This is an optimization exercise on Yosys and OpenROAD, whose aim is small area and a short achievable clock period, not a production implementation.
In this exercise RTL edits were held to simulation tests only and were not proved equivalent to the original.
Power figures rest on the tool's default switching activity, not on a simulated workload.

File: flow/constraint.sdc
create_clock -name core_clock -period 5.5 [get_ports {clk}]
set_input_delay 1.1000 -clock core_clock [delete_from_list [all_inputs] [get_ports {clk}]]
set_output_delay 1.1000 -clock core_clock [all_outputs]
set_load 0.01 [all_outputs]
File: flow/config.mk
export PLATFORM = sky130hd
export DESIGN_NAME = data_memory_bytelane
export DESIGN_NICKNAME = data_memory_bytelane
export VERILOG_FILES = /design/flow/design.v
export SDC_FILE = /design/flow/constraint.sdc
export NUM_CORES = 4
export LEC_CHECK = 0
export CAP_MARGIN = 20
export CORE_MARGIN = 2
export CORE_UTILIZATION = 40
export SLEW_MARGIN = 20
File: flow/run.sh
#!/bin/bash
# synth_recipe.tcl (not shown) runs the flow's synth.tcl, then flattens the netlist and writes it again
# the make line also repeats each setting of config.mk as NAME=value (left out here)
make -C /OpenROAD-flow-scripts/flow DESIGN_CONFIG=/design/flow/config.mk WORK_HOME=/design/flow/orfs CLKGATE_MAP_FILE= SYNTH_SCRIPT=/design/flow/synth_recipe.tcl finish
File: flow/design.v
`default_nettype none
module data_memory_bytelane #(
    parameter int XLEN        = 32,
    parameter int DEPTH_WORDS = 64,
    parameter int AW          = $clog2(DEPTH_WORDS)
) (
    input  logic            clk,
    input  logic            rst,
    input  logic            req_rd,
    input  logic            req_wr,
    input  logic [2:0]      funct3,
    input  logic [XLEN-1:0] addr,
    input  logic [XLEN-1:0] wdata,
    output logic            ready,
    output logic [XLEN-1:0] rdata,
    output logic            rvalid,
    output logic            fault
);
    localparam logic [0:0]    S_CLEAR   = 1'b0;
    localparam logic [0:0]    S_RUN     = 1'b1;
    localparam logic [AW-1:0] LAST_WORD = AW'(DEPTH_WORDS - 1);
    logic [XLEN-1:0] mem [DEPTH_WORDS];
    logic [0:0]    r_state;
    logic [0:0]    w_state_next;
    logic [AW-1:0] r_clr_cnt;
    logic          w_clr_we;
    always_ff @(posedge clk or posedge rst) begin
        if (rst) begin
            r_state   <= S_CLEAR;
            r_clr_cnt <= '0;
        end else begin
            r_state <= w_state_next;
            if (r_state == S_CLEAR) begin
                r_clr_cnt <= r_clr_cnt + 1'b1;
            end
        end
    end
    always_comb begin
        w_state_next = r_state;
        case (r_state)
            S_CLEAR: if (r_clr_cnt == LAST_WORD) w_state_next = S_RUN;
            S_RUN:   w_state_next = S_RUN;
            default: w_state_next = S_CLEAR;
        endcase
    end
    always_comb begin
        ready    = 1'b0;
        w_clr_we = 1'b0;
        case (r_state)
            S_CLEAR: w_clr_we = 1'b1;
            S_RUN:   ready    = 1'b1;
            default: w_clr_we = 1'b1;
        endcase
    end
    logic [AW-1:0]   w_idx;
    logic [1:0]      w_lane;
    logic            w_accept;
    logic            w_bad;
    logic            w_fault;
    logic            w_load_ok;
    logic            w_store_ok;
    logic [3:0]      w_be;
    logic [XLEN-1:0] w_wdata_rep;
    assign w_idx    = addr[AW+1:2];
    assign w_lane   = addr[1:0];
    assign w_accept = ready && (req_rd || req_wr);
    always_comb begin
        w_bad = 1'b0;
        if (req_rd && req_wr) begin
            w_bad = 1'b1;
        end
        if (req_rd && (funct3 == 3'b011 || funct3 == 3'b110 || funct3 == 3'b111)) begin
            w_bad = 1'b1;
        end
        if (req_wr && (funct3[2] || funct3[1:0] == 2'b11)) begin
            w_bad = 1'b1;
        end
        if (funct3[1:0] == 2'b01 && addr[0]) begin
            w_bad = 1'b1;
        end
        if (funct3[1:0] == 2'b10 && addr[1:0] != 2'b00) begin
            w_bad = 1'b1;
        end
        if (|addr[XLEN-1:AW+2]) begin
            w_bad = 1'b1;
        end
    end
    assign w_fault    = w_accept && w_bad;
    assign w_load_ok  = w_accept && !w_bad && req_rd;
    assign w_store_ok = w_accept && !w_bad && req_wr;
    always_comb begin
        w_be        = 4'b0000;
        w_wdata_rep = wdata;
        case (funct3[1:0])
            2'b00: begin
                w_be[w_lane] = 1'b1;
                w_wdata_rep  = {4{wdata[7:0]}};
            end
            2'b01: begin
                w_be        = addr[1] ? 4'b1100 : 4'b0011;
                w_wdata_rep = {2{wdata[15:0]}};
            end
            2'b10: begin
                w_be        = 4'b1111;
                w_wdata_rep = wdata;
            end
            default: begin
                w_be        = 4'b0000;
                w_wdata_rep = wdata;
            end
        endcase
    end
    always_ff @(posedge clk) begin
        if (w_clr_we) begin
            mem[r_clr_cnt] <= '0;
        end else if (w_store_ok) begin
            for (int k = 0; k < 4; k++) begin
                if (w_be[k]) begin
                    mem[w_idx][8*k +: 8] <= w_wdata_rep[8*k +: 8];
                end
            end
        end
    end
    logic            r_p_load;
    logic            r_p_fault;
    logic [2:0]      r_p_f3;
    logic [1:0]      r_p_lane;
    logic [XLEN-1:0] r_p_word;
    always_ff @(posedge clk or posedge rst) begin
        if (rst) begin
            r_p_load  <= 1'b0;
            r_p_fault <= 1'b0;
            r_p_f3    <= 3'b000;
            r_p_lane  <= 2'b00;
            r_p_word  <= '0;
        end else begin
            r_p_load  <= w_load_ok;
            r_p_fault <= w_fault;
            if (w_load_ok) begin
                r_p_f3   <= funct3;
                r_p_lane <= w_lane;
                r_p_word <= mem[w_idx];
            end
        end
    end
    logic [7:0]      w_byte;
    logic [15:0]     w_half;
    logic [XLEN-1:0] w_ext;
    assign w_byte = r_p_word[8*r_p_lane +: 8];
    assign w_half = r_p_lane[1] ? r_p_word[31:16] : r_p_word[15:0];
    always_comb begin
        w_ext = r_p_word;
        case (r_p_f3)
            3'b000:  w_ext = {{24{w_byte[7]}}, w_byte};
            3'b100:  w_ext = {24'd0, w_byte};
            3'b001:  w_ext = {{16{w_half[15]}}, w_half};
            3'b101:  w_ext = {16'd0, w_half};
            default: w_ext = r_p_word;
        endcase
    end
    always_ff @(posedge clk or posedge rst) begin
        if (rst) begin
            rdata  <= '0;
            rvalid <= 1'b0;
            fault  <= 1'b0;
        end else begin
            rvalid <= r_p_load;
            fault  <= r_p_fault;
            if (r_p_fault) begin
                rdata <= '0;
            end else if (r_p_load) begin
                rdata <= w_ext;
            end
        end
    end
endmodule
`default_nettype wire
==> impl_metrics.yaml <==
clock_network:
  cts_buffers: 208
  cts_hold_buf: 0
  cts_resized: 0
  path_clk_slew_ns: 0.06
  h-tree-depth: 4
  cts_tree: "yes"
  root_buffer: "clkbuf_16"
  cts.path.max_buffers: 3
  cts_sinks: 2128
  cts_setup_buffers: 0
  insertion_delay_ns: 0.85
synthesis:
  avgSynthCellArea_um2: 18.5
  synth_edf_count: 2048
  yosysWarnings: 1
  synth_nets: 4599
  ys_async_sr_fraction: 0.0376
  seq_area_frac_synth: 0.760
  syn_area_um2: 83600
  yosysUniqueCellTypes: 66
  ys.flop_type: "edfxtp_1"
  synthesis.instances: 4527
  ys_ff_latch: 2128
floorplanning:
  die_area_um2: 213000
  num_io_pins: 106
  start_util: 0.403
  die_w_um: 461
  die_h_um: 461
  fp-row-count: 167
  fp.coreArea_um2: 207000
critical_path:
  cp_num_buf_inv: 4
  cp-startpoint: "addr[12]"
  path_max_fanout: 16
  crit_arrival_ns: 5.61
  cp_cell_sequence: "clkdlybuf4s50_1 -> nor4_2 -> nand4_1 -> and4bb_1 -> buf_4 -> a21boi_1 -> o21ai_4 -> buf_4 -> nor3_1 -> buf_4"
  end_kind: "flip-flop"
  critPathLaunchType: "input port"
  crit_type: "in2reg"
  crit_required_ns: 6.09
  critPathSlowestCell: "nor4_2"
  path_delay_family: "simple AND/OR/NAND/NOR gates"
  r2r_start: "r_state$_DFF_PP0_"
  path_common_cell: "buf_4"
  reg2reg_slack_ns: 0.98
  critical-path-max-stage-delay_ns: 0.96
drt:
  vias: 44800
  drtIter0Drc: 4885
  dr.pass1.iters: 5
  routed_wl_mm: 227
  drc: 0
  viasPerCell: 5.64
  ant_nets: 0
  wl_per_cell_um: 28.6
global_routing:
  grtUsageMet2: 0.339
  grt_overflow: 0
  grt.busiest_layer: "met2"
  grt_pass1_vias: 44700
  grt_max_degree: 97
  globalRouteTotalUtil: 0.212
  grtUsageMet3: 0.0375
  use_met1: 0.284
  grt_pass1_wl_mm: 325
  antenna_found_initial: 12
sta:
  period_share: 0.913
  tightest_slew_ns: 1.29
  setup-tns-final_ns: 0
  whs_ns: 0.491
  slew_violations: 0
  layout_min_cycle_time_ns: 5.02
  rsz0062_at_grt: "false"
  slew_headroom: 0.131
  setup_viol: 0
  max_clock_freq_mhz: 199
  setup_ws_ns: 0.481
  hold_violations: 0
  fin_skew_ns: 0.0444
worst_hold_path:
  hold_path.startpoint: "rdata[28]$_DFFE_PP0P_"
  hold_class: "reg2reg"
final_layout:
  final_nets: 5030
  design_area_um2: 98200
  drive_gt1_frac: 0.215
  fin_util: 0.473
  layout_common_cells: "edfxtp_1 (2048), mux2i_1 (400), buf_4 (339), mux4_2 (256), nor2_1 (251)"
  stdcell_count: 7929
  area_delta_synth_final_pct: 17.4
  layout_commonest_cell: "edfxtp_1"
  fillers: 17200
pwr:
  p_per_area_nw_per_um2: 333
  p_leak_nw: 29.1
  peakVddDrop_uv: 267
  p_total_mw: 32.7
placed_design:
  port_buffers: 105
  routabilityCongestion: 0.912
  dp_cells: 7536
  place_ws_ns: -0.382
  dpl.hpwl_mm: 148
  placed_cell_area_um2: 91300
flow_run:
  cap_violations: 0
status:
  status: "finished clean"
-- cell families after synthesis --
family | Yosys count | synth area share
adders and majority gates | 1 | 0.000150
AOI/OAI and AO/OA | 749 | 0.0625
buffers and inverters | 308 | 0.0164
DFF | 2128 | 0.760
muxes | 699 | 0.123
and+or+nand+nor | 636 | 0.0380
xor gates and xnor gates | 6 | 0.000629
-- metal layers --
metal / up-vias / wire length [µm]
met1: 23300 / 91600
met4: 0 / 11300
met5: - / 0
li1: 19300 / -
met3: 356 / 15500
met2: 1752 / 108000
-- tightest hold or removal path, stage by stage (launching register included) --
cell and delay [ns]:
dfrtp_1 0.35, nand2_1 0.05, o21ai_0 0.06
-- cells in the mapped netlist, drive strengths merged, types with 32 or more instances --
| library cell | instances | share of area |
|---|---|---|
| nand3 | 73 | 0.0045 |
| clkbuf | 143 | 0.0064 |
| dfrtp | 80 | 0.024 |
| edfxtp | 2048 | 0.74 |
| a22o | 32 | 0.0034 |
| nand2 | 54 | 0.0024 |
| nor2b | 121 | 0.0091 |
| o21ai | 74 | 0.0045 |
| a31oi | 64 | 0.0048 |
| mux4 | 256 | 0.069 |
| mux2 | 43 | 0.0058 |
| a221o | 32 | 0.0038 |
| a22oi | 224 | 0.020 |
| o22ai | 34 | 0.0026 |
| nor3 | 36 | 0.0023 |
| a21oi | 123 | 0.0075 |
| nor2 | 270 | 0.012 |
| mux2i | 400 | 0.048 |
| buf | 154 | 0.0095 |
| a211oi | 131 | 0.012 |
| nand4 | 35 | 0.0026 |
-- sequential cells by signal, indices dropped and copies added (netlist names) --
| signal | flops |
|---|---|
| mem | 2048 |
| rvalid | 1 |
| r_p_load | 1 |
| fault | 1 |
| r_p_lane | 2 |
| r_p_f3 | 3 |
| r_state | 1 |
| rdata | 32 |
| r_clr_cnt | 6 |
| r_p_fault | 1 |
| r_p_word | 32 |
-- layout make-up --
type | count | area (µm²) | area share
diodes | 9 | 22.5 | 0.000229
clock buffers | 258 | 5460 | 0.0556
clock inverters | 126 | 1390 | 0.0141
inverters | 11 | 43.8 | 0.000446
multi-input cells | 2091 | 19200 | 0.195
flip-flops and latches | 2128 | 63500 | 0.647
well taps | 2788 | 3490 | 0.0355
repair buffers | 518 | 5080 | 0.0517
-- final timing paths --
kind | cells past startpoint | end
worst max-delay path | 10 | mem[39][4]$_DFFE_PP_
worst min-delay path | 2 | rdata[28]$_DFFE_PP0P_
worst max register to register | 7 | mem[39][4]$_DFFE_PP_
worst min register to register | 2 | rdata[28]$_DFFE_PP0P_
max in group asynchronous | 3 | r_p_word[19]$_DFFE_PP0P_
min in group asynchronous | 2 | rvalid$_DFF_PP0_
-- report_power, final --
group,leakage [nW],internal [mW],switching [mW],total (mW)
sequential,16.6,17.5,0,17.5
clock,3.33,8.18,6.09,14.3
combinational,9.22,0.334,0.605,0.939
total,29.1,26.0,6.69,32.7

afterwards: timing with drivers on the ports:
How much do the figures lean on ideal ports? The routed layout below was timed once more, with nothing changed but the port constraints. Step 1 (the two cells are an assumption about what drives the block):
set clk [get_ports {clk}]
set_driving_cell -lib_cell sky130_fd_sc_hd__clkbuf_16 $clk
set_driving_cell -lib_cell sky130_fd_sc_hd__buf_2 [delete_from_list [all_inputs] $clk]
Step 2, shift: input delay + t, output delay - t, t = (earliest + latest rising clock arrival at the registers) / 2. This alone moves slack from input paths to output paths. Slacks: no drivers / after step 1 / after step 2; pairs: no drivers / after step 1.
shift t [ns]: 0.922
slack for setup (ns): 0.481 / 0.552 / -0.370
worst hold slack (ns): 0.491 / 0.491 / 0.491
worst register clock-pin slew, ns: 0.07 / 0.07
Met with ideal ports but missed after step 2: setup timing in this run. For this run, drivers alone change the setup slack by +0.071 ns; drivers and shift together by -0.851 ns.
